Source: an optimization exercise on an open RTL-to-GDS flow (aim: small area). Production flows keep margins and buffers that such runs may drop. The RTL was checked by simulation tests, not by an equivalence proof against the original design. Power is estimated from default activity; no workload was simulated.

==> flow/design.v <==
module pytxscobufctrl #(
    parameter int AW = 6
) (
    input  logic          clk_6M,
    input  logic          rstz,
    input  logic          tsco_p,
    input  logic          bsm_we,
    input  logic [31:0]   bsm_din,
    input  logic          bsm_flush,
    input  logic          lnctrl_cs,
    input  logic [AW-1:0] lnctrl_addr,
    output logic [31:0]   lnctrl_dout,
    output logic [AW:0]   tx_len,
    output logic          tx_valid,
    output logic [AW:0]   fill_cnt,
    output logic          fill_full,
    output logic          underrun_p,
    output logic          overrun_p
);
    localparam int DEPTH = 2 ** AW;
    localparam int WB = 4;    
    localparam logic [AW:0] DEPTH_W = (AW+1)'(DEPTH);
    logic [31:0] a_q [0:DEPTH-1];
    logic [31:0] b_q [0:DEPTH-1];
    logic [31:0] a_d [0:DEPTH-1];
    logic [31:0] b_d [0:DEPTH-1];
    logic          ph_reg;
    logic [AW:0]   wptr_reg;
    logic [AW:0]   tx_len_reg;
    logic          tx_valid_reg;
    logic [31:0]   dout_reg;
    logic          underrun_reg;
    logic          overrun_reg;
    logic          wr_ok;
    logic [AW:0]   len_now;
    logic          swap;
    logic          underrun;
    logic          rd_hit;
    logic          a_hold;
    logic          b_keep;
    logic [31:0]   din_x;
    logic [AW:0]   rd_pos;
    logic [DEPTH-1:0]    rd_sel_n;
    logic [32*DEPTH-1:0] rd_data;
    logic [31:0]   rd_or_n;
    assign fill_full = (wptr_reg == DEPTH_W);
    assign fill_cnt  = wptr_reg;
    assign wr_ok    = bsm_we & ~fill_full & ~bsm_flush;
    assign len_now  = wptr_reg + {{AW{1'b0}}, wr_ok};
    assign swap     = tsco_p & ~bsm_flush & (len_now != '0);
    assign underrun = tsco_p & ~swap;
    assign rd_hit   = tx_valid_reg & ({1'b0, lnctrl_addr} < tx_len_reg);
    assign a_hold = ~wr_ok & (wptr_reg != '0);
    assign b_keep = ~swap & tx_valid_reg;
    assign din_x  = bsm_din ^ {32{ph_reg}};
    for (genvar w = 0; w < DEPTH; w++) begin : g_word
        for (genvar j = 0; j < 32 / WB; j++) begin : g_sl
            if (w == 0) begin : g_first
                txsco_oai22 #(.W(WB)) u_a (.s(wr_ok), .b(a_q[w][WB*j +: WB]), .k(a_hold),
                                           .a(din_x[WB*j +: WB]), .y(a_d[w][WB*j +: WB]));
            end else begin : g_rest
                txsco_oai22 #(.W(WB)) u_a (.s(wr_ok), .b(a_q[w][WB*j +: WB]), .k(a_hold),
                                           .a(a_q[w-1][WB*j +: WB]), .y(a_d[w][WB*j +: WB]));
            end
            txsco_oai22 #(.W(WB)) u_b (.s(swap), .b(b_q[w][WB*j +: WB]), .k(b_keep),
                                       .a(a_d[w][WB*j +: WB]), .y(b_d[w][WB*j +: WB]));
        end
    end
    always_ff @(posedge clk_6M) begin
        for (int w = 0; w < DEPTH; w++) begin
            a_q[w] <= a_d[w];
            b_q[w] <= b_d[w];
        end
    end
    assign rd_pos = tx_len_reg + {1'b0, ~lnctrl_addr};
    always_comb begin
        for (int w = 0; w < DEPTH; w++) begin
            rd_sel_n[w] = ~(rd_hit & (rd_pos[AW-1:0] == AW'(w)));
            rd_data[32*w +: 32] = b_q[w];
        end
    end
    txsco_rdmux #(.N(DEPTH), .W(32), .WB(WB)) u_rd (.sel_n(rd_sel_n), .d(rd_data), .y(rd_or_n));
    always_ff @(posedge clk_6M or negedge rstz) begin
        if (!rstz) begin
            ph_reg       <= 1'b0;
            wptr_reg     <= '0;
            tx_len_reg   <= '0;
            tx_valid_reg <= 1'b0;
            underrun_reg <= 1'b0;
            overrun_reg  <= 1'b0;
        end else begin
            ph_reg       <= ~ph_reg;
            underrun_reg <= underrun;
            overrun_reg  <= bsm_we & fill_full & ~bsm_flush;
            if (swap) begin
                tx_len_reg   <= len_now;
                tx_valid_reg <= 1'b1;
                wptr_reg     <= '0;
            end else if (underrun) begin
                tx_len_reg   <= '0;
                tx_valid_reg <= 1'b0;
                wptr_reg     <= '0;
            end else if (bsm_flush) begin
                wptr_reg <= '0;
            end else if (wr_ok) begin
                wptr_reg <= wptr_reg + 1'b1;
            end
        end
    end
    always_ff @(posedge clk_6M or negedge rstz) begin
        if (!rstz)
            dout_reg <= '0;
        else if (lnctrl_cs)
            dout_reg <= rd_or_n ^ {32{rd_hit & ph_reg}};
    end
    assign lnctrl_dout = dout_reg;
    assign tx_len      = tx_len_reg;
    assign tx_valid    = tx_valid_reg;
    assign underrun_p  = underrun_reg;
    assign overrun_p   = overrun_reg;
endmodule
module txsco_oai22 #(
    parameter int W = 32
) (
    input  logic         s,
    input  logic [W-1:0] b,
    input  logic         k,
    input  logic [W-1:0] a,
    output logic [W-1:0] y
);
    assign y = ~(({W{s}} | b) & ({W{k}} | a));
endmodule
module txsco_rdmux #(
    parameter int N = 64,
    parameter int W = 32,
    parameter int WB = 4
) (
    input  logic [N-1:0]   sel_n,
    input  logic [N*W-1:0] d,
    output logic [W-1:0]   y
);
    localparam int G = N / 2;
    logic [W-1:0] pair [0:G-1];
    for (genvar g = 0; g < G; g++) begin : g_pair
        for (genvar j = 0; j < W / WB; j++) begin : g_sl
            txsco_oai22 #(.W(WB)) u_p (
                .s(sel_n[2*g]),   .b(d[W*(2*g) + WB*j +: WB]),
                .k(sel_n[2*g+1]), .a(d[W*(2*g+1) + WB*j +: WB]),
                .y(pair[g][WB*j +: WB]));
        end
    end
    always_comb begin
        y = '0;
        for (int g = 0; g < G; g++)
            y = y | pair[g];
    end
endmodule
==> flow/run.sh <==
#!/bin/bash
# synth_recipe.tcl (not shown) runs the flow's synth.tcl, then flattens the netlist and writes it again
# the make line also repeats each setting of config.mk as NAME=value (left out here)
make -C /OpenROAD-flow-scripts/flow DESIGN_CONFIG=/design/flow/config.mk WORK_HOME=/design/flow/orfs CLKGATE_MAP_FILE= SYNTH_SCRIPT=/design/flow/synth_recipe.tcl finish
==> flow/config.mk <==
export PLATFORM = sky130hd
export DESIGN_NAME = pytxscobufctrl
export DESIGN_NICKNAME = pytxscobufctrl
export VERILOG_FILES = /design/flow/design.v
export SDC_FILE = /design/flow/constraint.sdc
export NUM_CORES = 4
export LEC_CHECK = 0
export CAP_MARGIN = 20
export CORE_MARGIN = 2
export CORE_UTILIZATION = 65
export CTS_CLUSTER_DIAMETER = 70
export CTS_CLUSTER_SIZE = 25
export SETUP_SLACK_MARGIN = 0.3
export SLEW_MARGIN = 20
export SYNTH_HIERARCHICAL = 1
export SYNTH_MINIMUM_KEEP_SIZE = 0
==> flow/constraint.sdc <==
create_clock -name core_clock -period 6.0 [get_ports {clk_6M}]
set_input_delay 1.2000 -clock core_clock [delete_from_list [all_inputs] [get_ports {clk_6M}]]
set_output_delay 1.2000 -clock core_clock [all_outputs]
set_load 0.01 [all_outputs]
==> run summary, run 1 <==
Rows=between 150 and 200; Cells after Synth=9995; Max Fclk=178 MHz; crit-path most repeated cell=or2_1; Routed WL=342 mm; Data arrival, critical path=roughly 6.4 ns; worst clock skew=0.0201 ns; Hold Crit Class=in2async; first-pass GRT wire length=around 520 mm; M1 GR Usage=0.497; GRT Total Usage=0.349; Final Wtd Congestion=about 0.88; Util after Layout=0.725; cts repair resizes=0; IO Count=94; Peak VDD IR=roughly 0.35 mV; async set or reset register ratio after synthesis=0.0121; Die W=around 430 µm; crit end category=flip-flop; clock root buffer master=clkbuf_16; global-route met2 utilization=0.536; via count=between 90000 and 100k; fraction of layout cells with a size suffix above 1=0.0548; port bufs=93; Max Slew Vio Count=0; worst skew pair latency=just under 0.9 ns; # fillers=around 13000; ys flop type=dfxtp_1; htree depth=4; drt first-iter violations=between 10000 and 15000; Reg clk slew, reported paths=about 0.10 ns; Slew @ Worst Pin=about 1.3 ns; Die Area=between 150000 and 200000 µm²; Routed Antenna Nets=0; area grow syn2layout=10.7%; Setup Fix Bufs, Post-CTS=0; Setup-failing EPs final=0; largest net degree at the start of global routing=approximately 240; Critical Path Source Type=flip-flop; cell area after synthesis=between 100000 and 150000 µm²; critical path peak fanout=32; switching power=16400 µW; WP buf/inv=2; Crit-path slowest cell=nor4_1; Slew headroom=0.142; GRT Residual Overflow=0; combinational power share=0.127; dpl ws=-0.435 ns; Int Power=44800 µW; initial antenna violation count=9; RSZ-0062 raised after global routing=no; initial core utilization=0.655; clock buffer count from CTS=around 190; cts hold-fix bufs=0; final worst slack=~0.37 ns; sequential-to-total area share from yosys stat=0.694; status=finished clean; Req. time, crit path=~6.7 ns; Post-Syn Area per Cell=12.0 µm²; CTS tree=yes; most used routing layer=met2; clock power share=0.234; Final Hold Fails=0; CP max stage delay=roughly 0.90 ns; kind of critical path=reg2reg; DRC violations left=0; Initial DRT Pass Iterations=5; Core Area=roughly 180000 µm²; number of global-route vias before repair=between 80000 and 90000; post-DR wirelength/cell=26.3 µm; Final Critical Period=5.63 ns; deepest clock path buffer count=3; nets=10600; maxcap violations=0; Synthesis Warnings=15; Vias/cell=~7.2; CP top delay family=simple AND/OR/NAND/NOR gates; post-DP HPWL=between 150 and 200 mm; Yosys reg bits=4146; net count after synthesis=10100; EDFF count, synth=0; fin crit share=0.939; met3 usage=0.0588; Flop pwr share=0.638; leakage=approximately 0.048 µW; CTS Sinks=~4100; Die Ht=around 430 µm; crit path cell chain=inv_1 -> ha_1 -> nand2b_1 -> o221ai_1 -> or2_1 -> nor3_1 -> nand2_1 -> buf_4 -> o22ai_1 -> nor4_1 -> nand4_1 -> or2_1 -> xnor2_1 -> a21oi_1; Cell Pwr Density=approximately 460 nW/µm²; Switching Share=0.268; Synth cell types=52
==> kinds of logic after synthesis <==
| family | count (synthesis) | share of synthesized area |
|---|---|---|
| AOI/OAI and AO/OA | 5183 | 0.270 |
| DFF | 4146 | 0.694 |
| buffers and inverters | 49 | 0.00170 |
| xor gates and xnor gates | 76 | 0.00555 |
| and+or+nand+nor | 521 | 0.0265 |
| muxes | 5 | 0.000428 |
| adders and majority gates | 15 | 0.00163 |
==> through the flow <==
| stage | hold WS (ns) | cell area (µm²) | cells | total power (µW) | setup TNS (ns) |
|---|---|---|---|---|---|
| after floorplan | 0.419 | 120000 | 9995 | 48200 | - |
| after global placement | 0.428 | 127000 | 12800 | 46500 | -1.52 |
| after detailed placement | 0.433 | 128000 | 12800 | 47300 | -1.57 |
| after CTS | 0.0843 | 133000 | 13000 | 61200 | 0 |
| after global routing | 0.129 | 133000 | 13000 | 63900 | 0 |
| final | 0.140 | 133000 | 13000 | 61200 | 0 |
==> path summary, 6_finish.rpt <==
path	startpoint	end	slack, ns	depth (start not counted)
hold reg to reg	a_q[63][23]$_DFF_P_	a_q[63][23]$_DFF_P_	0.44	1
max in group asynchronous	rstz	dout_reg[0]$_DFFE_PN0P_	4.71	2
min in group core_clock	a_q[63][23]$_DFF_P_	a_q[63][23]$_DFF_P_	0.44	1
setup / recovery	tx_len_reg[5]$_DFFE_PN0P_	dout_reg[2]$_DFFE_PN0P_	0.37	14
setup reg to reg	tx_len_reg[5]$_DFFE_PN0P_	dout_reg[2]$_DFFE_PN0P_	0.37	14
hold / removal	rstz	tx_len_reg[1]$_DFFE_PN0P_	0.14	1
==> metal layers <==
metal,vias to the layer above,wire (µm)
li1,42800,-
met1,46800,146000
met2,3982,154000
met3,690,27500
met4,4,13800
met5,-,27
==> layout by cell type (no fill, tap or decap), drive strengths merged, types with 40 or more instances in the layout <==
cell type / synthesis / routed
buf: 15 / 252
clkdlybuf4s50: 0 / 91
nand2: 72 / 72
nand4: 67 / 67
o22ai: 5126 / 5126
xor2: 40 / 40
nor2: 45 / 45
clkbuf: 14 / 221
dfrtp: 50 / 50
dfxtp: 4096 / 4096
nor4: 261 / 261
==> synth_stat cells, types with 5 or more instances <==
| library cell | n | area [µm²] |
|---|---|---|
| nand2_1 | 72 | 270 |
| xnor2_1 | 36 | 315 |
| dfxtp_1 | 4096 | 82000 |
| clkbuf_1 | 14 | 52.6 |
| nor4_1 | 229 | 1430 |
| ha_1 | 14 | 175 |
| or2_1 | 33 | 206 |
| o22ai_1 | 5126 | 32100 |
| nor4_2 | 32 | 400 |
| buf_2 | 10 | 50.1 |
| nand3_1 | 5 | 25.0 |
| nand2b_1 | 5 | 31.3 |
| a21oi_1 | 38 | 190 |
| dfrtp_1 | 50 | 1250 |
| nand4_1 | 67 | 419 |
| nor3_1 | 12 | 60.1 |
| inv_1 | 20 | 75.1 |
| nor2_1 | 45 | 169 |
| xor2_1 | 40 | 350 |
==> power groups by stage <==
stage          Sequential [µW]  Combinational [µW]  Clock (µW)
2_1_floorplan            40000                8210           0
3_3_place_gp             39400                7140           0
3_5_place_dp             39600                7680           0
4_1_cts                  39000                7710       14400
5_1_grt                  39900                8600       15400
6_report                 39100                7800       14300
==> cell type report <==
| class | instances | area (µm²) | share of cell area |
|---|---|---|---|
| Clock inverter | 19 | 200 | 0.00151 |
| Antenna cell | 2 | 5.00 | 0.0000377 |
| Tap cell | 2464 | 3080 | 0.0232 |
| Clock buffer | 221 | 5040 | 0.0379 |
| Multi-Input combinational cell | 5800 | 36800 | 0.277 |
| Timing Repair Buffer | 343 | 4430 | 0.0333 |
| Sequential cell | 4146 | 83300 | 0.627 |
| Inverter | 20 | 75.1 | 0.000565 |
==> run 2, diff against run 1 <==
--- a/flow/config.mk
+++ b/flow/config.mk
@@ -9,6 +9,6 @@
 export CORE_MARGIN = 2
 export CORE_UTILIZATION = 65
-export CTS_CLUSTER_DIAMETER = 70
-export CTS_CLUSTER_SIZE = 25
+export CTS_CLUSTER_DIAMETER = 80
+export CTS_CLUSTER_SIZE = 30
 export SETUP_SLACK_MARGIN = 0.3
 export SLEW_MARGIN = 20
==> run 2 against run 1 <==
  * Still clean
  * Die area unchanged
  * Count of clock-buffer cells in the layout fell by 28
  * Clock power decreased by 7%
  * Combinational power barely moved
  * Setup slack got worse by 0.16 ns
  * Synthesized area did not move
  * Clock skew increased by 0.0099 ns
  * Sequential share of layout area grew 0.36 points
  * Critical path depth unchanged
  * Power is 1.7% lower
  * First-iteration DRC count is 0.33% higher
  * Largest cell class unchanged
==> run summary, run 2 <==
status=finished clean; clock buffer count from CTS=157; leakage=0.0481 µW; highest metal used=met5; Max Fclk=between 150 and 200 MHz; combinational power share=0.129; most frequent cell after synthesis=o22ai_1; kind of critical path=reg2reg; Max Slew Vio Count=0; deepest clock path buffer count=3; Core Area=183000 µm²; post-DP HPWL=198 mm; Synth cell types=52; fin crit share=0.966; post-DR wirelength/cell=approximately 26 µm; CTS tree=yes; sequential-to-total area share from yosys stat=0.694; worst clock skew=0.0301 ns; GRT Residual Overflow=0; maxcap violations=0; Post-synth top cells=o22ai_1, dfxtp_1, nor4_1, nand2_1, nand4_1; Total Power=roughly 60000 µW; Non-Filler Instances=between 10000 and 15000; CTS Sinks=approximately 4100; Final Hold Fails=0; Final Critical Period=around 5.8 ns; htree depth=4; Int Power=approximately 44000 µW; Switching Share=0.268; Vias/cell=7.26; metal3 WL=27.6 mm; area grow syn2layout=10.1%; Req. time, crit path=6.72 ns; Setup-failing EPs final=0; Critical Path Source Type=flip-flop; FF-to-FF setup slack=between 0.2 and 0.25 ns; Rows=around 160; Flop pwr share=0.649; Die Area=188000 µm²; Initial DRT Pass Iterations=5; cts repair resizes=0; clock power share=0.221; Routed Antenna Nets=0; cts hold-fix bufs=0; Finished Cell Area=approximately 130000 µm²; placed cells=about 13000; initial antenna violation count=13; placed cell area=~130000 µm²; Post-Syn Area per Cell=12.0 µm²; number of global-route vias before repair=slightly below 90000; drt first-iter violations=approximately 11000; most frequent cells in the layout=o22ai_1, dfxtp_1, nor4_1, clkbuf_16, buf_12; IO Count=94; first-pass GRT wire length=approximately 520 mm; Die Ht=434 µm; Setup Fix Bufs, Post-CTS=0; post-synth top area share=0.684; DRC violations left=0; ys flop type=dfxtp_1; wire length on met1=146 mm; port bufs=93; commonest non-fill, non-tap cell in the layout=o22ai_1; Slew @ Worst Pin=between 1 and 1.5 ns; cell area after synthesis=120000 µm²; EDFF count, synth=0; area leader, netlist=dfxtp_1; met2 WL=roughly 150 mm; Slew headroom=0.132; RSZ-0062 raised after global routing=no; Cell Pwr Density=about 460 nW/µm²; Synthesis Warnings=15; Yosys reg bits=a little over 4000; crit end category=flip-flop; fraction of layout cells with a size suffix above 1=0.0516; Hold Crit Class=in2async; initial core utilization=0.655; switching power=around 16000 µW; Final Wtd Congestion=0.884; Fin Setup TNS=0 ns; critical path peak fanout=32; async set or reset register ratio after synthesis=0.0121; largest net degree at the start of global routing=between 200 and 250; via count=approximately 94000; Data arrival, critical path=between 6 and 7 ns; top post-synthesis cells by area=dfxtp_1, o22ai_1, nor4_1, dfrtp_1, nand4_1; worst skew pair latency=about 0.88 ns; Cells after Synth=about 10000; Routed WL=340 mm; clock root buffer master=clkbuf_16; Reg clk slew, reported paths=0.11 ns; net count after synthesis=10100; Die W=about 430 µm; GRT Total Usage=0.348; Peak VDD IR=~0.38 mV; nets=approximately 11000
==> run 2: cell count changes in the layout (fill, tap and decap cells not counted) <==
cell and delta:
clkbuf_1 +1, inv_6 -4, clkbuf_8 -1, nor3_1 +1, bufinv_16 +1, inv_12 -2
nor3_2 -1, clkbuf_16 -28, diode_2 +1, clkinvlp_4 +1, clkinv_8 -1
==> run 2: worst max-delay path, stage by stage, from the launching register on <==
cell,delay (ns)
dfrtp_1,0.68
inv_1,0.31
ha_1,0.42
nand2b_1,0.10
o221ai_1,0.32
or2_1,0.56
nor3_1,0.35
nand2_1,0.13
buf_4,0.55
o22ai_1,0.20
nor4_1,0.86
nand4_1,0.48
or2_1,0.36
xnor2_1,0.17
a21oi_1,0.10
==> run 2: cells by family (layout without fill, tap and decap cells) <==
family | Yosys count | count (layout) | synth area share
fa+ha+maj | 15 | 15 | 0.00163
compound gates | 5183 | 5183 | 0.270
xor+xnor | 76 | 76 | 0.00555
buf+inv | 49 | 570 | 0.00170
mux | 5 | 5 | 0.000428
simple gates | 521 | 521 | 0.0265
flops | 4146 | 4146 | 0.694
other cells | 0 | 3 | 0
==> run 2: final cells by class <==
class / count / area [µm²]
Fill cell: 13100 / 51200
Inverter: 20 / 75.1
Clock buffer: 193 / 4330
Clock inverter: 14 / 154
Multi-Input combinational cell: 5800 / 36700
Antenna cell: 3 / 7.51
Tap cell: 2464 / 3080
Timing Repair Buffer: 343 / 4430
Sequential cell: 4146 / 83300
==> run 2: worst paths after layout <==
kind / start / endpoint / depth (start not counted)
setup / recovery: tx_len_reg[5]$_DFFE_PN0P_ / dout_reg[0]$_DFFE_PN0P_ / 14
hold / removal: rstz / tx_len_reg[1]$_DFFE_PN0P_ / 1
setup reg to reg: tx_len_reg[5]$_DFFE_PN0P_ / dout_reg[0]$_DFFE_PN0P_ / 14
hold reg to reg: a_q[63][8]$_DFF_P_ / a_q[63][8]$_DFF_P_ / 1
max in group asynchronous: rstz / dout_reg[26]$_DFFE_PN0P_ / 2
min in group core_clock: a_q[63][8]$_DFF_P_ / a_q[63][8]$_DFF_P_ / 1
==> run 2: power by group through the flow <==
stage | combinational [µW] | sequential (µW) | clock, µW
3_3_place_gp | 7140 | 39400 | 0
5_1_grt | 8590 | 39900 | 14400
2_1_floorplan | 8210 | 40000 | 0
6_report | 7790 | 39100 | 13300
3_5_place_dp | 7680 | 39600 | 0
4_1_cts | 7710 | 39000 | 13400
==> run 2: per-stage QoR <==
step	setup WS, ns	hold slack (ns)	util
final	0.206	0.144	0.721
after global routing	0.350	0.129	0.721
after CTS	0.411	0.0903	0.720
after detailed placement	-0.435	0.433	0.696
after global placement	-0.397	0.428	0.696
after floorplan	-250.52	0.419	-
==> run 2: per-layer routing <==
metal | vias up | track usage
li1 | 42700 | -
met1 | 46900 | 0.497
met2 | 3954 | 0.532
met3 | 638 | 0.0583
met4 | 10 | 0.128
met5 | - | 0
==> run 3, diff against run 2 <==
--- a/flow/config.mk
+++ b/flow/config.mk
@@ -8,5 +8,5 @@
 export CAP_MARGIN = 20
 export CORE_MARGIN = 2
-export CORE_UTILIZATION = 65
+export CORE_UTILIZATION = 80
 export CTS_CLUSTER_DIAMETER = 80
 export CTS_CLUSTER_SIZE = 30
==> run 3 against run 2 <==
  * Critical path depth increased by 1
  * Sequential power is 1% higher
  * Global-route usage rose by 9.5 points
  * First-iteration DRC count increased by 22%
  * Cell area fell by 0.44%
  * Maximum frequency up 4.6%
  * Register-to-register slack better by 0.61 ns
  * Clock power barely moved
  * Routed wire length increased by 3.8%
  * Combinational power is 5.5% higher
==> run summary, run 3 <==
Cells after Synth=approximately 10000; Post-Syn Area per Cell=roughly 12 µm²; cell area after synthesis=120000 µm²; async set or reset register ratio after synthesis=0.0121; initial antenna violation count=16; worst skew pair latency=between 0.8 and 0.9 ns; Die Area=~150000 µm²; post-DR wirelength/cell=approximately 28 µm; Flop pwr share=0.651; via count=about 99000; Final Wtd Congestion=a little over 0.9; Setup Fix Bufs, Post-CTS=0; Routed Antenna Nets=0; initial core utilization=0.803; maxcap violations=0; Core Area=149000 µm²; GRT Residual Overflow=0; Slew @ Worst Pin=1.33 ns; fin crit share=0.923; worst r2r src=tx_len_reg[5]$_DFFE_PN0P_; Multi-input gate area=~37000 µm²; most frequent cells in the layout=o22ai_1, dfxtp_1, nor4_1, buf_4, clkbuf_16; post-synth top area share=0.684; first-pass GRT wire length=536 mm; Hold Crit Class=in2async; sequential-to-total area share from yosys stat=0.694; commonest non-fill, non-tap cell in the layout=o22ai_1; CTS Sinks=roughly 4100; Reg clk slew, reported paths=0.11 ns; Synth cell types=52; number of global-route vias before repair=around 94000; htree depth=4; clock power share=0.214; leakage=about 0.048 µW; cts hold-fix bufs=0; # fillers=7049; dpl ws=-0.135 ns; crit end category=flip-flop; worst clock skew=a little over 0.03 ns; nets=between 10000 and 15000; Max Slew Vio Count=0; Rows=~140; final worst slack=~0.46 ns; Yosys reg bits=between 4000 and 5000; port bufs=93; register area=~83000 µm²; Req. time, crit path=between 6 and 7 ns; Die W=391 µm; Crit Reg-Reg Endpoint=dout_reg[19]$_DFFE_PN0P_; RSZ-0062 raised after global routing=no; status=finished clean; area grow syn2layout=9.61%; ys flop type=dfxtp_1; kind of critical path=in2reg; Int Power=43800 µW; Data arrival, critical path=a little over 6 ns; Cell Pwr Density=462 nW/µm²; FF-to-FF setup slack=a little over 0.8 ns; post-DP HPWL=between 200 and 250 mm; Reg2Reg Depth=16; top post-synthesis cells by area=dfxtp_1, o22ai_1, nor4_1, dfrtp_1, nand4_1; most frequent cell after synthesis=o22ai_1; combinational power share=0.135; clock root buffer master=clkbuf_16; Final Hold Fails=0; Synthesis Warnings=15; clock buffer count from CTS=156; Vias/cell=about 8; drt first-iter violations=approximately 14000; placed cell area=between 100000 and 150000 µm²; area leader, netlist=dfxtp_1; switching power=roughly 17000 µW; EDFF count, synth=0; largest net degree at the start of global routing=approximately 250; Setup-failing EPs final=0; Die Ht=just under 400 µm; IO Count=94; Initial DRT Pass Iterations=8; net count after synthesis=between 10000 and 15000; cts repair resizes=0; Peak VDD IR=about 0.45 mV; Post-synth top cells=o22ai_1, dfxtp_1, nor4_1, nand2_1, nand4_1; GRT Total Usage=0.442; fraction of layout cells with a size suffix above 1=0.0527; Switching Share=0.279; critical path peak fanout=15; Critical Path Source Type=primary input; Max Fclk=between 150 and 200 MHz; deepest clock path buffer count=3; Slew headroom=0.113; Finished Cell Area=between 100000 and 150000 µm²; Final Critical Period=~5.5 ns; CTS tree=yes; Routed WL=~350 mm; DRC violations left=0
[run 3: cell counts after synthesis]
No cell type changed its count.
[run 3: per-stage QoR]
| stage | instances | setup TNS, ns | power [µW] | hold slack [ns] | utilization |
|---|---|---|---|---|---|
| 2_1_floorplan | 9995 | - | 48200 | 0.419 | - |
| 3_3_place_gp | 12400 | -0.0374 | 46500 | 0.428 | 0.851 |
| 3_5_place_dp | 12400 | -0.220 | 47700 | 0.434 | 0.851 |
| 4_1_cts | 12600 | 0 | 60200 | 0.243 | 0.880 |
| 5_1_grt | 12600 | 0 | 62900 | 0.255 | 0.880 |
| 6_report | 12600 | 0 | 60800 | 0.255 | 0.880 |
[run 3: area by class of cell]
type,instances,share of cell area
flip-flops and latches,4146,0.633
multi-input cells,5800,0.279
repair buffers,385,0.0356
clock buffers,197,0.0318
well taps,2016,0.0192
clock inverters,8,0.000752
inverters,20,0.000571
diodes,5,0.0000952
[run 3: routing by layer]
layer	vias up	routed length, µm	global-route usage
met1	47600	131000	0.588
met2	6800	157000	0.669
met5	-	61	0
met3	1619	42700	0.107
met4	12	22900	0.245
li1	42700	-	-
[run 3: worst max path at each step]
stage | start | end | slack (ns) | depth (start not counted)
final | lnctrl_addr[1] | dout_reg[28]$_DFFE_PN0P_ | 0.46 | 15
after global routing | lnctrl_addr[1] | dout_reg[19]$_DFFE_PN0P_ | 0.46 | 16
after CTS | lnctrl_addr[1] | dout_reg[19]$_DFFE_PN0P_ | 0.80 | 16
after detailed placement | lnctrl_addr[1] | dout_reg[28]$_DFFE_PN0P_ | -0.13 | 15
after global placement | lnctrl_addr[1] | dout_reg[28]$_DFFE_PN0P_ | -0.02 | 15
after floorplan | bsm_we | b_q[0][0]$_DFF_P_ | -250.52 | 11
[run 3: cells by family (layout without fill, tap and decap cells)]
kind of cell    Yosys count  after routing  synth area share
xor+xnor                 76             76           0.00555
fa+ha+maj                15             15           0.00163
simple gates            521            521            0.0265
flops                  4146           4146             0.694
other cells               0              5                 0
mux                       5              5          0.000428
compound gates         5183           5183             0.270
buf+inv                  49            610           0.00170
[run 3: worst max-delay path, stage by stage]
cell and delay [ns]:
clkdlybuf4s50_1 0.53, inv_1 0.06, ha_1 0.31, a21o_1 0.21, and4_4 0.20, or4_4 0.47, and4bb_1 0.42, nand2_2 0.40
buf_4 0.36, o22ai_1 0.14, nor4_1 0.65, nand4_1 0.58, or2_1 0.42, xnor2_1 0.16, a21oi_1 0.08
[run 3: power groups by stage]
stage	clock network [µW]	registers, µW	logic [µW]
finish	13000	39600	8220
CTS	12900	39300	8030
global placement	0	39400	7130
global route	13800	40200	8890
floorplan	0	40000	8210
detailed placement	0	39800	7870
==> run 4, diff against run 3 <==
--- a/flow/config.mk
+++ b/flow/config.mk
@@ -8,7 +8,8 @@
 export CAP_MARGIN = 20
 export CORE_MARGIN = 2
-export CORE_UTILIZATION = 80
+export CORE_UTILIZATION = 65
 export CTS_CLUSTER_DIAMETER = 80
 export CTS_CLUSTER_SIZE = 30
+export GPL_TIMING_DRIVEN = 0
 export SETUP_SLACK_MARGIN = 0.3
 export SLEW_MARGIN = 20
==> run 4 against run 3 <==
  * Clock skew barely moved
  * Cell area grew 4.5%
  * Sequential power shrank 2%
  * Hold slack got worse by 0.083 ns
==> run summary, run 4 <==
Vias/cell=7.37; Die Area=188000 µm²; drt first-iter violations=approximately 11000; Req. time, crit path=a little under 7 ns; GRT Total Usage=0.364; Cells after Synth=about 10000; clock root buffer master=clkbuf_16; Die Ht=~430 µm; cts hold-fix bufs=0; Non-Filler Instances=approximately 13000; CTS tree=yes; Reg clk slew, reported paths=around 0.12 ns; CTS Sinks=roughly 4100; Synthesis Warnings=15; worst-case hold slack=0.172 ns; Post-synth top cells=o22ai_1, dfxtp_1, nor4_1, nand2_1, nand4_1; status=finished clean; Hold Crit Class=in2async; port bufs=between 90 and 100; Critical Path Source Type=flip-flop; Fin Setup TNS=0 ns; cell area after synthesis=120000 µm²; Peak VDD IR=around 0.35 mV; clock buffer count from CTS=157; area grow syn2layout=14.5%; deepest clock path buffer count=3; RSZ-0062 raised after global routing=no; crit path cell chain=inv_1 -> ha_1 -> nand2b_1 -> a211oi_1 -> or2_1 -> clkbuf_2 -> buf_2 -> nor3_2 -> nand2_4 -> o22ai_1 -> nor4_2 -> nand4_1 -> or2_1 -> xnor2_1 -> a21oi_1; most frequent cell after synthesis=o22ai_1; Setup-failing EPs final=0; top post-synthesis cells by area=dfxtp_1, o22ai_1, nor4_1, dfrtp_1, nand4_1; number of global-route vias before repair=approximately 91000; Finished Cell Area=137000 µm²; FF-to-FF setup slack=0.19 ns; Slew headroom=0.165; Routed WL=~360 mm; leakage=~0.051 µW; async set or reset register ratio after synthesis=0.0121; Core Area=~180000 µm²; Crit-path slowest cell=dfrtp_1; commonest non-fill, non-tap cell in the layout=o22ai_1; DRC violations left=0; placed cells=between 10000 and 15000; post-DP HPWL=216 mm; placed cell area=roughly 130000 µm²; Initial DRT Pass Iterations=8; area leader, netlist=dfxtp_1; IO Count=94; Final Critical Period=5.81 ns; Max Fclk=172 MHz; fraction of layout cells with a size suffix above 1=0.0662; initial antenna violation count=18; initial core utilization=0.655; Rows=157; Data arrival, critical path=between 6 and 7 ns; Max Slew Vio Count=0; net count after synthesis=10100; nets=10700; Util after Layout=0.749; Synth cell types=52; worst skew pair latency=~0.87 ns; Yosys reg bits=just over 4000; Final Hold Fails=0; via count=~97000; CP max stage delay=approximately 0.74 ns; Reg2Reg Depth=15; crit end category=flip-flop; htree depth=4; largest net degree at the start of global routing=about 130; fin crit share=0.969; Cell Pwr Density=around 440 nW/µm²; worst clock skew=a little over 0.03 ns; post-synth top area share=0.684; first-pass GRT wire length=537 mm; Routed Antenna Nets=0; EDFF count, synth=0; GRT Residual Overflow=0; sequential-to-total area share from yosys stat=0.694; Slew @ Worst Pin=about 1.2 ns; post-DR wirelength/cell=roughly 28 µm; crit-path most repeated cell=or2_1; Final Wtd Congestion=approximately 0.85; maxcap violations=0; critical path peak fanout=32; most frequent cells in the layout=o22ai_1, dfxtp_1, nor4_1, clkbuf_16, buf_16; Die W=approximately 430 µm; ys flop type=dfxtp_1; kind of critical path=reg2reg; Post-Syn Area per Cell=between 10 and 15 µm²
==> run 4: logic make-up after synthesis <==
kind of cell	share of synthesized area
mux	0.000428
buf+inv	0.00170
flops	0.694
fa+ha+maj	0.00163
xor+xnor	0.00555
compound gates	0.270
simple gates	0.0265
==> run 4: final cells by class <==
cell class / instances / area (µm²)
sequential: 4146 / 83300
fill: 12100 / 45900
multi-input combinational: 5801 / 37400
timing repair buffer: 442 / 8970
clock buffer: 187 / 4270
tap: 2464 / 3080
buffer: 29 / 173
clock inverter: 10 / 155
inverter: 20 / 75.1
antenna: 2 / 5.00
==> run 4: per-layer routing <==
metal	wire length, µm	up-vias	global-route usage	part of all wire
met5	34	-	0	0.000094
met4	22100	6	0.199	0.061
met3	31300	1018	0.0618	0.087
met2	163000	4555	0.567	0.45
met1	144000	48100	0.486	0.40
li1	-	43000	-	-
==> run 4: final timing paths <==
check | start | to
min in group core_clock | a_q[63][16]$_DFF_P_ | a_q[63][16]$_DFF_P_
worst min-delay path | rstz | tx_len_reg[1]$_DFFE_PN0P_
max in group asynchronous | rstz | wptr_reg[4]$_DFFE_PN0P_
worst min register to register | a_q[63][16]$_DFF_P_ | a_q[63][16]$_DFF_P_
worst max register to register | tx_len_reg[5]$_DFFE_PN0P_ | dout_reg[31]$_DFFE_PN0P_
worst max-delay path | tx_len_reg[5]$_DFFE_PN0P_ | dout_reg[31]$_DFFE_PN0P_
==> run 4: timing repair <==
| item | 4_1_cts | 5_1_grt |
|---|---|---|
| gates cloned | 25 | 18 |
| gates resized for setup | 35 | 39 |
| buffers inserted | 22 | 25 |
| pin swaps | 4 | 10 |
| setup endpoints to repair | 1861 | 745 |
==> run 4: power by group <==
part | leakage, µW | internal (µW) | total [µW] | switching, µW
logic | 0.0128 | 4340 | 8580 | 4240
registers | 0.0358 | 34900 | 39000 | 4070
clock network | 0.00217 | 5210 | 13200 | 8040
==> run 4: per-stage QoR <==
stage	total power [µW]	setup slack, ns
floorplan	48200	-250.52
CTS	60500	0.241
global placement	53000	-580.50
finish	60800	0.188
detailed placement	47600	-2.00
global route	63400	0.192
==> run 4: critical path, delay by kind of cell, from the launching register on <==
kind | cells | cell delay (ns)
xor gates and xnor gates | 1 | 0.35
adders and majority gates | 1 | 0.39
buffers and inverters | 3 | 0.84
and+or+nand+nor | 7 | 2.31
DFF | 1 | 0.74
AOI/OAI and AO/OA | 3 | 1.00
==> run 5, diff against run 4 <==
--- a/flow/design.v
+++ b/flow/design.v
@@ -76,5 +76,5 @@
     always_comb begin
         for (int w = 0; w < DEPTH; w++) begin
-            rd_sel_n[w] = ~(rd_hit & (rd_pos[AW-1:0] == AW'(w)));
+            rd_sel_n[w] = ~(rd_pos[AW-1:0] == AW'(w));
             rd_data[32*w +: 32] = b_q[w];
         end
@@ -112,5 +112,5 @@
             dout_reg <= '0;
         else if (lnctrl_cs)
-            dout_reg <= rd_or_n ^ {32{rd_hit & ph_reg}};
+            dout_reg <= rd_hit ? (rd_or_n ^ {32{ph_reg}}) : 32'h0;
     end
     assign lnctrl_dout = dout_reg;
--- a/flow/config.mk
+++ b/flow/config.mk
@@ -9,8 +9,7 @@
 export CORE_MARGIN = 2
 export CORE_UTILIZATION = 65
-export CTS_CLUSTER_DIAMETER = 80
-export CTS_CLUSTER_SIZE = 30
-export GPL_TIMING_DRIVEN = 0
-export SETUP_SLACK_MARGIN = 0.3
+export CTS_CLUSTER_DIAMETER = 70
+export CTS_CLUSTER_SIZE = 25
+export SETUP_SLACK_MARGIN = 0.5
 export SLEW_MARGIN = 20
 export SYNTH_HIERARCHICAL = 1
==> run 5 against run 4 <==
  * Critical path depth is 3 higher
  * Cell count grew 1.3%
  * Routed wire length fell by 4.2%
  * Via count fell by 1.2%
  * Die area is 0.52% higher
  * Clock skew is 0.0040 ns lower
  * Sequential share of layout area up 1.1 points
  * Register-to-register slack better by 0.68 ns
  * Clock power is 9.8% higher
  * Critical endpoint is now dout_reg[9]$_DFFE_PN0P_
==> run summary, run 5 <==
Post-synth top cells=o22ai_1, dfxtp_1, nor4_1, nand4_1, xor2_1; kind of critical path=in2reg; CP top delay family=simple AND/OR/NAND/NOR gates; WP buf/inv=6; critical path peak fanout=32; leakage=between 0.04 and 0.05 µW; Setup-failing EPs final=0; Cell Pwr Density=460 nW/µm²; Non-Filler Instances=roughly 13000; crit path cell chain=clkdlybuf4s50_1 -> inv_1 -> ha_1 -> a21o_1 -> and4_4 -> or4_1 -> buf_12 -> nand4_1 -> buf_12 -> buf_4 -> buf_4 -> o22ai_1 -> nor4_1 -> nand4_1 -> or2_1 -> xor2_1 -> nand3_1 -> o22ai_1; CTS Sinks=4146; Die W=~430 µm; GRT Residual Overflow=0; DRC violations left=0; crit end category=flip-flop; fin crit share=0.915; cell area after synthesis=about 120000 µm²; Critical Path Source Type=primary input; sequential-to-total area share from yosys stat=0.690; nets=10800; most frequent cell after synthesis=o22ai_1; fraction of layout cells with a size suffix above 1=0.0670; deepest clock path buffer count=3; Yosys reg bits=between 4000 and 5000; Routed WL=roughly 350 mm; # fillers=roughly 13000; IO Count=94; Cells after Synth=10100; post-DR wirelength/cell=between 20 and 30 µm; Final Critical Period=~5.5 ns; commonest non-fill, non-tap cell in the layout=o22ai_1; Req. time, crit path=6.80 ns; Synth cell types=46; wire length on met1=148 mm; met2 WL=157 mm; GRT Total Usage=0.350; final worst slack=about 0.5 ns; port bufs=just over 90; EDFF count, synth=0; ys flop type=dfxtp_1; Peak VDD IR=around 0.41 mV; dpl ws=-0.431 ns; highest metal used=met5; Max Fclk=about 180 MHz; initial core utilization=0.652; placed cells=~13000; cts repair resizes=1; worst clock skew=0.0264 ns; Routed Antenna Nets=0; Reg clk slew, reported paths=~0.10 ns; initial antenna violation count=6; Final Wtd Congestion=0.885; number of global-route vias before repair=around 90000; Initial DRT Pass Iterations=6; CTS tree=yes; metal3 WL=24.7 mm; Crit-path slowest cell=nor4_1; clock root buffer master=clkbuf_16; worst skew pair latency=between 0.8 and 0.9 ns; post-DP HPWL=around 220 mm; area leader, netlist=dfxtp_1; status=finished clean; Final Hold Fails=0; post-synth top area share=0.680; first-pass GRT wire length=about 530 mm; Slew @ Worst Pin=1.29 ns; maxcap violations=0; Vias/cell=slightly above 7; RSZ-0062 raised after global routing=no; top post-synthesis cells by area=dfxtp_1, o22ai_1, nor4_1, dfrtp_1, xor2_1; Slew headroom=0.139; via count=roughly 95000; htree depth=4; largest net degree at the start of global routing=roughly 230; Hold Crit Class=reg2reg; Post-Syn Area per Cell=12.0 µm²; clock buffer count from CTS=roughly 190; Core Area=between 150000 and 200000 µm²; CP max stage delay=0.89 ns; Data arrival, critical path=roughly 6.3 ns; Max Slew Vio Count=0; net count after synthesis=around 10000; Die Area=around 190000 µm²; Setup Fix Bufs, Post-CTS=0; most frequent cells in the layout=o22ai_1, dfxtp_1, buf_4, nor4_1, clkbuf_16; Die Ht=435 µm; cts hold-fix bufs=0; Synthesis Warnings=15; async set or reset register ratio after synthesis=0.0121; area grow syn2layout=11.8%; drt first-iter violations=10900; Rows=between 150 and 200
run 5: cell types whose count changed in the layout (fill, tap and decap cells not counted), sizes merged, moves of 23 or more:
cell,delta
a21oi,-33
buf,+114
bufbuf,-23
inv,+34
nand2,-62
nand3,+38
nand4,+37
nor2,-30
o211ai,+31
o22ai,+30
xnor2,-32
xor2,+35
run 5: path summary, 6_finish.rpt:
kind                                           start                        to  slack, ns  cells past startpoint
min                              a_q[63][25]$_DFF_P_       a_q[63][25]$_DFF_P_       0.44                      1
min reg2reg                      a_q[63][25]$_DFF_P_       a_q[63][25]$_DFF_P_       0.44                      1
min in group asynchronous                       rstz     overrun_reg$_DFF_PN0_       0.48                      2
max reg2reg                tx_len_reg[0]$_DFFE_PN0P_  dout_reg[13]$_DFFE_PN0P_       0.87                     18
max                                   lnctrl_addr[1]   dout_reg[9]$_DFFE_PN0P_       0.51                     18
max in group asynchronous                       rstz          ph_reg$_DFF_PN0_       4.84                      2
run 5: cell type report:
type / instances / area (µm²) / share of cell area
Timing Repair Buffer: 531 / 5880 / 0.0436
Multi-Input combinational cell: 5811 / 37100 / 0.275
Inverter: 52 / 195 / 0.00145
Clock buffer: 219 / 5010 / 0.0372
Sequential cell: 4146 / 83300 / 0.618
Clock inverter: 25 / 312 / 0.00231
Antenna cell: 3 / 7.51 / 0.0000557
Tap cell: 2480 / 3100 / 0.0230
run 5: cell families after synthesis:
family / share of synthesized area
compound gates: 0.271
xor+xnor: 0.00574
fa+ha+maj: 0.00162
buf+inv: 0.00380
flops: 0.690
mux: 0.00150
simple gates: 0.0262
run 5: report_power, final:
part / switching (µW) / total, µW / leakage [µW] / internal, µW
Sequential: 4260 / 39100 / 0.0359 / 34900
Combinational: 4390 / 8440 / 0.0110 / 4050
Clock: 8300 / 14500 / 0.00260 / 6170
Total: 16900 / 62100 / 0.0495 / 45100
run 5: worst register-to-register path, stage by stage (launching register included):
cell and delay [ns]:
dfrtp_1 0.60, ha_1 0.27, inv_1 0.07, fa_1 0.44, nand2b_1 0.18, a21oi_1 0.27, buf_4 0.18, xnor2_2 0.08
buf_12 0.18, o211ai_1 0.20, buf_12 0.26, buf_12 0.21, o22ai_1 0.08, nor4_1 0.72, nand4_1 0.52, or2_1 0.37
xor2_1 0.14, nand3_1 0.11, o22ai_1 0.08
run 5: metrics by stage:
stage          power, µW  setup TNS [ns]  instance area [µm²]  hold WS (ns)  utilization
2_1_floorplan      46200               -               121000         0.419            -
3_3_place_gp       47200           -3.03               129000         0.427        0.700
5_1_grt            64700               0               135000         0.457        0.729
4_1_cts            61900               0               135000         0.447        0.729
6_report           62100               0               135000         0.445        0.729
3_5_place_dp       47900           -2.39               129000         0.435        0.700
run 5: routing by layer:
layer,vias to the layer above,global-route usage
met4,2,0.147
met2,3988,0.538
met5,-,0
li1,43500,-
met3,694,0.0498
met1,47200,0.497

## re-timing with driven ports
No port has a modelled driver above. Below, the same layouts with a new extraction and two added sets of constraints.
Step 1 assumes that a clkbuf_16 drives the clock port and a buf_2 every other input.
Step 2 times the ports against the registers' clock, not the clock port: input delays grow and output delays shrink by t, the midpoint of the rising clock arrivals with the driver on.
Slacks: ideal ports / drivers / drivers and shift; pairs: ideal ports / drivers.
run | t, ns | slack for setup (ns) | worst slew at a driven data input, ns
run 1 | 0.969 | 0.367 / 0.367 / -0.475 | 0.20
run 2 | 0.960 | 0.206 / 0.206 / -0.551 | 0.22
run 3 | 0.945 | 0.460 / 0.522 / -0.423 | 0.12
run 4 | 0.948 | 0.188 / 0.188 / -0.691 | 0.09
run 5 | 0.972 | 0.513 / 0.593 / -0.379 | 0.14
With both steps, setup timing fails in every run listed, where it was met with ideal ports. The setup slack of run 5, which loses most, moves by +0.080 ns with the drivers and by -0.892 ns with both steps.
